This is an optimization exercise on Yosys and OpenROAD, whose aim is small area, a short achievable clock period and few clock cycles per item, not a production implementation. In this exercise RTL edits were held to simulation tests only and were not proved equivalent to the original. Power and IR drop assume default switching activity.

==> trial 64 <==
Design heterodyne_frequency_tracker, start of the top module:
module heterodyne_frequency_tracker (
	input  logic                               clk,
	input  logic                               arst_n,
	input  logic                               psel,
	input  logic                               penable,
	input  logic                               pwrite,
	input  logic [4:0]                         paddr,
	input  logic [31:0]                        pwdata,
	output logic [31:0]                        prdata,
	output logic                               pready,
	input  logic                               sample_valid,
	output logic                               sample_stall,
	input  logic signed [15:0]                 sample,
	input  logic                               restart,
	output logic                               result_valid,
	input  logic                               result_stall,
	output logic [15:0]                        power,
	output logic signed [15:0]                 phase,
	output logic signed [15:0]                 frequency
);
export LEC_CHECK = 0
export CAP_MARGIN = 20
export CORE_MARGIN = 2
export CORE_UTILIZATION = 50
export SLEW_MARGIN = 20
create_clock -name core_clock -period 15.0 [get_ports {clk}]
standard.sh (not shown) runs the stock make flow with config.mk's settings and CLKGATE_MAP_FILE= SYNTH_SCRIPT=/design/flow/synth_recipe.tcl, a recipe that flattens the netlist after the stock synthesis.
==> flow/flow/run.sh <==
#!/bin/bash
set -euo pipefail
bash standard.sh SETUP_SLACK_MARGIN=10.5 finish > standard_make.log 2>&1
==> inputs of trial 52, as changes to trial 64 <==
--- a/flow/design.v
+++ b/flow/design.v
@@ -83,17 +83,17 @@
 	logic [15:0]        phase_q, freq_q, pacc_q;
 	logic signed [23:0] fre_q, fim_q;
 	logic [31:0]        refang_q;
 	logic               fresh_q;
 	logic [15:0]        phf_q;       
 	logic [15:0] smp_q;
 	logic        rst_q, full_q, rvalid_q;
 	logic [11:0]         st_q;
-	logic                booth_q, cordic_q, mcxm_q, mcyz_q;
+	logic                booth_q, cordic_q, mcyz_q;
 	logic [3:0]          cnt_q;
 	logic signed [W-1:0] x_q, y_q;
 	logic [31:0]         z_q;
 	logic signed [38:0]  m_q;
 	logic                ex_q, ey_q;
 	assign pready       = pready_q;
 	assign prdata       = {16'd0, prdata_q};
 	assign sample_stall = full_q;
@@ -164,31 +164,29 @@
 	assign freq_new  = upd ? freq_cand : freq_q;
 	assign phase_new = upd ? ph_u : ph_n;
 	logic reload, commit, start_idle, start_end, start;
 	assign reload     = rst_q || fresh_q;
 	assign commit     = st_end && !rvalid_q;
 	assign start_end  = commit && full_q && !rst_q;
 	assign start_idle = st_idle && full_q && !(rst_q && rvalid_q);
 	assign start      = start_end || start_idle;
-	logic [4:0] rs_n, rs_u, rs_i, rs;
+	logic [15:0] ph_s;
+	logic [4:0]  rs_n, rs_u, rs;
 	logic [12:0] ph_lo;
-	assign rs_n = rot_start(ph_n);
+	assign ph_s = st_end ? ph_n : (reload ? 16'd0 : phase_q);
+	assign rs_n = rot_start(ph_s);
 	assign rs_u = rot_start(ph_u);
-	assign rs_i = rot_start(reload ? 16'd0 : phase_q);
 	always_comb begin
-		if (!st_end) begin
-			rs    = rs_i;
-			ph_lo = reload ? 13'd0 : phase_q[12:0];
-		end else if (upd) begin
+		if (st_end && upd) begin
 			rs    = rs_u;
 			ph_lo = ph_u[12:0];
 		end else begin
 			rs    = rs_n;
-			ph_lo = ph_n[12:0];
+			ph_lo = ph_s[12:0];
 		end
 	end
 	logic [11:0] st_d;
 	always_comb begin
 		st_d = '0;
 		st_d[S_IDLE]  = (st_idle && !start_idle) || (commit && !start_end);
 		st_d[S_ROT]   = start || (st_rot && !last15);
 		st_d[S_MIX]   = (st_rot && last15) || (st_mix && cnt_q != 4'd7);
@@ -202,18 +200,18 @@
 		st_d[S_POW]   = st_pprep || (st_pow && cnt_q != 4'd8);
 		st_d[S_END]   = (st_pow && cnt_q == 4'd8) || (st_end && !commit);
 	end
 	logic [2:0] dxl, dyl;
 	assign dxl = {x_q[1:0], ex_q};
 	assign dyl = {y_q[1:0], ey_q};
 	logic signed [38:0] mcx, mcy;
 	always_comb begin
-		mcx = mcxm_q ? m_q : {{7{z_q[31]}}, z_q};
-		mcy = mcyz_q ? {{7{z_q[31]}}, z_q} : m_q;
+		mcx = m_q;
+		mcy = mcyz_q ? CK8 : {{7{z_q[31]}}, z_q};
 	end
 	logic signed [W-1:0] ax, ay, bx, by, sx, sy, xsh, ysh;
 	logic                nx, ny;
 	logic                fsgn, dneg;
 	assign fsgn = x_q[W-1];
 	assign dneg = st_rot ? !z_q[31] : y_q[W-1];
 	assign xsh  = x_q >>> cnt_q;
 	assign ysh  = y_q >>> cnt_q;
@@ -243,45 +241,44 @@
 		ny = (cordic_q && !dneg)
 		   || (booth_q && (booth_neg(dyl) ^ (st_mix || st_filt)))
 		   || st_fprep
 		   || (st_vinit && fsgn);
 	end
 	assign sx = ax + (nx ? ~bx : bx) + {60'd0, nx};
 	assign sy = ay + (ny ? ~by : by) + {60'd0, ny};
 	logic [31:0] zb, zs;
-	logic        zn;
+	logic        zn, zdiff;
+	assign zdiff = st_mag && cnt_q == 4'd0;
 	always_comb begin
 		if (cordic_q) begin
 			zb = hft_atan(cnt_q);
 			zn = dneg;
 		end else begin
-			zb = refang_q;
-			zn = st_mag;
+			zb = (zdiff || commit) ? refang_q : 32'd0;
+			zn = zdiff;
 		end
 		zs = z_q + (zn ? ~zb : zb) + {31'd0, zn};
 	end
 	logic vzero;
 	assign vzero = (fre_q == '0) && (fim_q == '0);
 	always_ff @(posedge clk or negedge arst_n) begin
 		if (!arst_n) begin
 			st_q     <= 12'd1 << S_IDLE;
 			booth_q  <= 1'b0;
 			cordic_q <= 1'b0;
-			mcxm_q   <= 1'b0;
 			mcyz_q   <= 1'b0;
 			full_q   <= 1'b0;
 			rvalid_q <= 1'b0;
 			fresh_q  <= 1'b1;
 		end else begin
 			st_q     <= st_d;
 			booth_q  <= st_d[S_MIX] || st_d[S_FILT] || st_d[S_MAG] || st_d[S_POW];
 			cordic_q <= st_d[S_ROT] || st_d[S_VEC];
-			mcxm_q   <= st_d[S_MAG] || st_d[S_POW];
-			mcyz_q   <= st_d[S_POW];
+			mcyz_q   <= st_d[S_MAG];
 			if (!full_q) full_q <= sample_valid;
 			else if (st_rot && last15) full_q <= 1'b0;
 			if (commit) rvalid_q <= 1'b1;
 			else if (!result_stall) rvalid_q <= 1'b0;
 			if (start_idle) fresh_q <= 1'b0;
 		end
 	end
 	always_ff @(posedge clk) begin
@@ -315,17 +312,16 @@
 	assign vec_step = st_vec && !last15;
 	assign vec_last = st_vec && last15;
 	assign mul_step = st_mix || st_filt || st_mag || st_pow;
 	assign hold     = (st_idle || st_end) && !start;
 	logic signed [W-1:0] x_d, y_d, sx2, sy2;
 	assign sx2 = sx >>> 2;
 	assign sy2 = sy >>> 2;
 	logic [31:0]         z_d;
-	logic                z_en;
 	logic signed [38:0]  m_d;
 	logic                m_en;
 	logic [3:0]          cnt_d;
 	always_comb begin
 		x_d = ({W{start}}                        & (rs[4] ? -CK : CK))
 		    | ({W{rot_step || vec_step || st_vinit || hold}} & sx)
 		    | ({W{mul_step}}                     & sx2)
 		    | ({W{rot_last}}                     & {21'd1, 24'd0, smp_q})
@@ -336,32 +332,31 @@
 		y_d = ({W{start}}                        & (rs[3] ? -CK : CK))
 		    | ({W{rot_step || vec_step || st_vinit || st_comb || hold}} & sy)
 		    | ({W{mul_step}}                     & sy2)
 		    | ({W{rot_last}}                     & {21'd1, 24'd0, smp_q})
 		    | ({W{st_fprep}}                     & {y_q[51:25], 1'b1, 17'd0, pole_q})
 		    | ({W{vec_last}}                     & {49'd0, sx[59:48]})
 		    | ({W{st_pprep}}                     & {11'd0, 1'b1, 33'd0, gain_q});
 		z_d = ({32{start}}                       & {rs[2:0], ph_lo, 16'd0})
-		    | ({32{rot_step || vec_step || (st_mag && cnt_q == 4'd0)}} & zs)
-		    | ({32{rot_last}}                    & sx[31:0])
-		    | ({32{st_fprep}}                    & sx[56:25])
+		    | ({32{!(start || rot_last || st_fprep || st_vinit || vec_last)}} & zs)
+		    | ({32{rot_last}}                    & sy[31:0])
+		    | ({32{st_fprep}}                    & sy[56:25])
 		    | ({32{st_vinit && fsgn}}            & 32'h80000000)
 		    | ({32{vec_last && !vzero}}          & zs);
-		z_en = start || st_rot || st_fprep || st_vinit || st_vec || (st_mag && cnt_q == 4'd0);
-		m_d = ({39{rot_last}}                    & {{7{sy[31]}}, sy[31:0]})
-		    | ({39{st_fprep}}                    & {{7{sy[56]}}, sy[56:25]})
+		m_d = ({39{rot_last}}                    & {{7{sx[31]}}, sx[31:0]})
+		    | ({39{st_fprep}}                    & {{7{sx[56]}}, sx[56:25]})
 		    | ({39{vec_last}}                    & CK8)
 		    | ({39{st_pprep}}                    & ~{{15{sx[60]}}, sx[60:37]});
 		m_en = rot_last || st_fprep || vec_last || st_pprep;
 		cnt_d = ({4{start || hold}}              & 4'd1)
 		      | ({4{st_rot || st_vec || mul_step}} & (cnt_q + 4'd1));
 	end
 	always_ff @(posedge clk) begin
 		x_q   <= x_d;
 		y_q   <= y_d;
 		cnt_q <= cnt_d;
-		if (z_en) z_q <= z_d;
+		z_q   <= z_d;
 		if (m_en) m_q <= m_d;
 		ex_q <= mul_step && x_q[1];
 		ey_q <= mul_step && y_q[1];
 	end
 endmodule
- CORE_UTILIZATION: 50 -> 45
==> inputs of trial 34, as changes to trial 64 <==
--- a/flow/design.v
+++ b/flow/design.v
@@ -83,17 +83,17 @@
 	logic [15:0]        phase_q, freq_q, pacc_q;
 	logic signed [23:0] fre_q, fim_q;
 	logic [31:0]        refang_q;
 	logic               fresh_q;
 	logic [15:0]        phf_q;       
 	logic [15:0] smp_q;
 	logic        rst_q, full_q, rvalid_q;
 	logic [11:0]         st_q;
-	logic                booth_q, cordic_q, mcxm_q, mcyz_q;
+	logic                booth_q, cordic_q, mcyz_q;
 	logic [3:0]          cnt_q;
 	logic signed [W-1:0] x_q, y_q;
 	logic [31:0]         z_q;
 	logic signed [38:0]  m_q;
 	logic                ex_q, ey_q;
 	assign pready       = pready_q;
 	assign prdata       = {16'd0, prdata_q};
 	assign sample_stall = full_q;
@@ -164,31 +164,29 @@
 	assign freq_new  = upd ? freq_cand : freq_q;
 	assign phase_new = upd ? ph_u : ph_n;
 	logic reload, commit, start_idle, start_end, start;
 	assign reload     = rst_q || fresh_q;
 	assign commit     = st_end && !rvalid_q;
 	assign start_end  = commit && full_q && !rst_q;
 	assign start_idle = st_idle && full_q && !(rst_q && rvalid_q);
 	assign start      = start_end || start_idle;
-	logic [4:0] rs_n, rs_u, rs_i, rs;
+	logic [15:0] ph_s;
+	logic [4:0]  rs_n, rs_u, rs;
 	logic [12:0] ph_lo;
-	assign rs_n = rot_start(ph_n);
+	assign ph_s = st_end ? ph_n : (reload ? 16'd0 : phase_q);
+	assign rs_n = rot_start(ph_s);
 	assign rs_u = rot_start(ph_u);
-	assign rs_i = rot_start(reload ? 16'd0 : phase_q);
 	always_comb begin
-		if (!st_end) begin
-			rs    = rs_i;
-			ph_lo = reload ? 13'd0 : phase_q[12:0];
-		end else if (upd) begin
+		if (st_end && upd) begin
 			rs    = rs_u;
 			ph_lo = ph_u[12:0];
 		end else begin
 			rs    = rs_n;
-			ph_lo = ph_n[12:0];
+			ph_lo = ph_s[12:0];
 		end
 	end
 	logic [11:0] st_d;
 	always_comb begin
 		st_d = '0;
 		st_d[S_IDLE]  = (st_idle && !start_idle) || (commit && !start_end);
 		st_d[S_ROT]   = start || (st_rot && !last15);
 		st_d[S_MIX]   = (st_rot && last15) || (st_mix && cnt_q != 4'd7);
@@ -202,18 +200,18 @@
 		st_d[S_POW]   = st_pprep || (st_pow && cnt_q != 4'd8);
 		st_d[S_END]   = (st_pow && cnt_q == 4'd8) || (st_end && !commit);
 	end
 	logic [2:0] dxl, dyl;
 	assign dxl = {x_q[1:0], ex_q};
 	assign dyl = {y_q[1:0], ey_q};
 	logic signed [38:0] mcx, mcy;
 	always_comb begin
-		mcx = mcxm_q ? m_q : {{7{z_q[31]}}, z_q};
-		mcy = mcyz_q ? {{7{z_q[31]}}, z_q} : m_q;
+		mcx = m_q;
+		mcy = mcyz_q ? CK8 : {{7{z_q[31]}}, z_q};
 	end
 	logic signed [W-1:0] ax, ay, bx, by, sx, sy, xsh, ysh;
 	logic                nx, ny;
 	logic                fsgn, dneg;
 	assign fsgn = x_q[W-1];
 	assign dneg = st_rot ? !z_q[31] : y_q[W-1];
 	assign xsh  = x_q >>> cnt_q;
 	assign ysh  = y_q >>> cnt_q;
@@ -243,45 +241,44 @@
 		ny = (cordic_q && !dneg)
 		   || (booth_q && (booth_neg(dyl) ^ (st_mix || st_filt)))
 		   || st_fprep
 		   || (st_vinit && fsgn);
 	end
 	assign sx = ax + (nx ? ~bx : bx) + {60'd0, nx};
 	assign sy = ay + (ny ? ~by : by) + {60'd0, ny};
 	logic [31:0] zb, zs;
-	logic        zn;
+	logic        zn, zdiff;
+	assign zdiff = st_mag && cnt_q == 4'd0;
 	always_comb begin
 		if (cordic_q) begin
 			zb = hft_atan(cnt_q);
 			zn = dneg;
 		end else begin
-			zb = refang_q;
-			zn = st_mag;
+			zb = (zdiff || commit) ? refang_q : 32'd0;
+			zn = zdiff;
 		end
 		zs = z_q + (zn ? ~zb : zb) + {31'd0, zn};
 	end
 	logic vzero;
 	assign vzero = (fre_q == '0) && (fim_q == '0);
 	always_ff @(posedge clk or negedge arst_n) begin
 		if (!arst_n) begin
 			st_q     <= 12'd1 << S_IDLE;
 			booth_q  <= 1'b0;
 			cordic_q <= 1'b0;
-			mcxm_q   <= 1'b0;
 			mcyz_q   <= 1'b0;
 			full_q   <= 1'b0;
 			rvalid_q <= 1'b0;
 			fresh_q  <= 1'b1;
 		end else begin
 			st_q     <= st_d;
 			booth_q  <= st_d[S_MIX] || st_d[S_FILT] || st_d[S_MAG] || st_d[S_POW];
 			cordic_q <= st_d[S_ROT] || st_d[S_VEC];
-			mcxm_q   <= st_d[S_MAG] || st_d[S_POW];
-			mcyz_q   <= st_d[S_POW];
+			mcyz_q   <= st_d[S_MAG];
 			if (!full_q) full_q <= sample_valid;
 			else if (st_rot && last15) full_q <= 1'b0;
 			if (commit) rvalid_q <= 1'b1;
 			else if (!result_stall) rvalid_q <= 1'b0;
 			if (start_idle) fresh_q <= 1'b0;
 		end
 	end
 	always_ff @(posedge clk) begin
@@ -315,17 +312,16 @@
 	assign vec_step = st_vec && !last15;
 	assign vec_last = st_vec && last15;
 	assign mul_step = st_mix || st_filt || st_mag || st_pow;
 	assign hold     = (st_idle || st_end) && !start;
 	logic signed [W-1:0] x_d, y_d, sx2, sy2;
 	assign sx2 = sx >>> 2;
 	assign sy2 = sy >>> 2;
 	logic [31:0]         z_d;
-	logic                z_en;
 	logic signed [38:0]  m_d;
 	logic                m_en;
 	logic [3:0]          cnt_d;
 	always_comb begin
 		x_d = ({W{start}}                        & (rs[4] ? -CK : CK))
 		    | ({W{rot_step || vec_step || st_vinit || hold}} & sx)
 		    | ({W{mul_step}}                     & sx2)
 		    | ({W{rot_last}}                     & {21'd1, 24'd0, smp_q})
@@ -336,32 +332,31 @@
 		y_d = ({W{start}}                        & (rs[3] ? -CK : CK))
 		    | ({W{rot_step || vec_step || st_vinit || st_comb || hold}} & sy)
 		    | ({W{mul_step}}                     & sy2)
 		    | ({W{rot_last}}                     & {21'd1, 24'd0, smp_q})
 		    | ({W{st_fprep}}                     & {y_q[51:25], 1'b1, 17'd0, pole_q})
 		    | ({W{vec_last}}                     & {49'd0, sx[59:48]})
 		    | ({W{st_pprep}}                     & {11'd0, 1'b1, 33'd0, gain_q});
 		z_d = ({32{start}}                       & {rs[2:0], ph_lo, 16'd0})
-		    | ({32{rot_step || vec_step || (st_mag && cnt_q == 4'd0)}} & zs)
-		    | ({32{rot_last}}                    & sx[31:0])
-		    | ({32{st_fprep}}                    & sx[56:25])
+		    | ({32{!(start || rot_last || st_fprep || st_vinit || vec_last)}} & zs)
+		    | ({32{rot_last}}                    & sy[31:0])
+		    | ({32{st_fprep}}                    & sy[56:25])
 		    | ({32{st_vinit && fsgn}}            & 32'h80000000)
 		    | ({32{vec_last && !vzero}}          & zs);
-		z_en = start || st_rot || st_fprep || st_vinit || st_vec || (st_mag && cnt_q == 4'd0);
-		m_d = ({39{rot_last}}                    & {{7{sy[31]}}, sy[31:0]})
-		    | ({39{st_fprep}}                    & {{7{sy[56]}}, sy[56:25]})
+		m_d = ({39{rot_last}}                    & {{7{sx[31]}}, sx[31:0]})
+		    | ({39{st_fprep}}                    & {{7{sx[56]}}, sx[56:25]})
 		    | ({39{vec_last}}                    & CK8)
 		    | ({39{st_pprep}}                    & ~{{15{sx[60]}}, sx[60:37]});
 		m_en = rot_last || st_fprep || vec_last || st_pprep;
 		cnt_d = ({4{start || hold}}              & 4'd1)
 		      | ({4{st_rot || st_vec || mul_step}} & (cnt_q + 4'd1));
 	end
 	always_ff @(posedge clk) begin
 		x_q   <= x_d;
 		y_q   <= y_d;
 		cnt_q <= cnt_d;
-		if (z_en) z_q <= z_d;
+		z_q   <= z_d;
 		if (m_en) m_q <= m_d;
 		ex_q <= mul_step && x_q[1];
 		ey_q <= mul_step && y_q[1];
 	end
 endmodule
- CORE_UTILIZATION: 50 -> 45
- TNS_END_PERCENT: default -> 30
==> qor summary <==
| quantity | trial 52 | trial 34 | trial 64 |
|---|---|---|---|
| Final hold slack | 452.6 ps | 465.2 ps | 475.7 ps |
| Sequential power share | 47.9% | 46.7% | 46.5% |
| Cell count after synthesis | 4918 | 4918 | 4925 |
| Library cells used by synthesis | 101 | 101 | 105 |
| Routed len/inst | 31.18 um | 31.05 um | 34.84 um |
| Layout buffer count excluding clock buffers | 614 | 465 | 601 |
| GRT Total Usage | 40.45% | 39.95% | 49.05% |
| Static leakage | 22.86 nW | 21.76 nW | 22.20 nW |
| Switching share of total power | 24.71% | 23.62% | 23.83% |
| Top cell type's share of synthesized area | 12.32% | 12.32% | 12.49% |
| Count of multi-input combinational gates | 3922 | 3920 | 3922 |
| Register cell area after layout | 0.01218 mm^2 | 0.01217 mm^2 | 0.01253 mm^2 |
| GRT met1 Usage | 53.46% | 52.55% | 60.06% |
| Fraction of standard cell area that is sequential | 21.92% | 23.21% | 22.67% |
| Capture point of the worst reg-to-reg path | y_q[45] | y_q[5] | x_q[38] |
| Post-placement worst setup slack | 7733 ps | 7534 ps | 7713 ps |
| Post-synthesis async set-or-reset flop share | 20.36% | 20.36% | 20.51% |
| Final worst-path cycle share | 36.79% | 37.46% | 38.18% |
| Number of detailed-routing iterations run before antenna repair | 13 | 11 | 14 |
| Clock latency (worst-skew pair) | 690 ps | 680 ps | 690 ps |
| Status | timing/DRC/antenna clean | timing/DRC/antenna clean | timing/DRC/antenna clean |
| Via count | 44650 | 43550 | 45820 |
Testbench counts of trial 64, summed over its fixed seeds: cycles 552,024, items 8,000.
Testbench counts of trial 52, summed over its fixed seeds: cycles 552,024, items 8,000.
Testbench counts of trial 34, summed over its fixed seeds: cycles 552,024, items 8,000.

-- separate check: timing with driven ports --
In the flow no input, the clock included, has a driving cell. The finished layouts below were timed again as built, in two steps.
Step 1 (the two cells are an assumption about what drives the block):
set clk [get_ports {clk}]
set_driving_cell -lib_cell sky130_fd_sc_hd__clkbuf_16 $clk
set_driving_cell -lib_cell sky130_fd_sc_hd__buf_2 [delete_from_list [all_inputs] $clk]
Step 2, shift: input delay + t, output delay - t, t = (earliest + latest rising clock arrival at the registers) / 2. This alone moves slack from input paths to output paths.
Slacks: no drivers / after step 1 / after step 2; pairs: no drivers / after step 1.
run | t (ns) | slack for setup (ns) | worst setup path at the end | pins driven straight from the clock port
trial 64 | 0.750 | 9.273 / 9.273 / 9.273 | register to register | 1
trial 52 | 0.748 | 9.481 / 9.481 / 9.481 | register to register | 1
trial 34 | 0.738 | 9.381 / 9.381 / 9.381 | register to register | 1
After both steps every run listed still meets setup and hold.
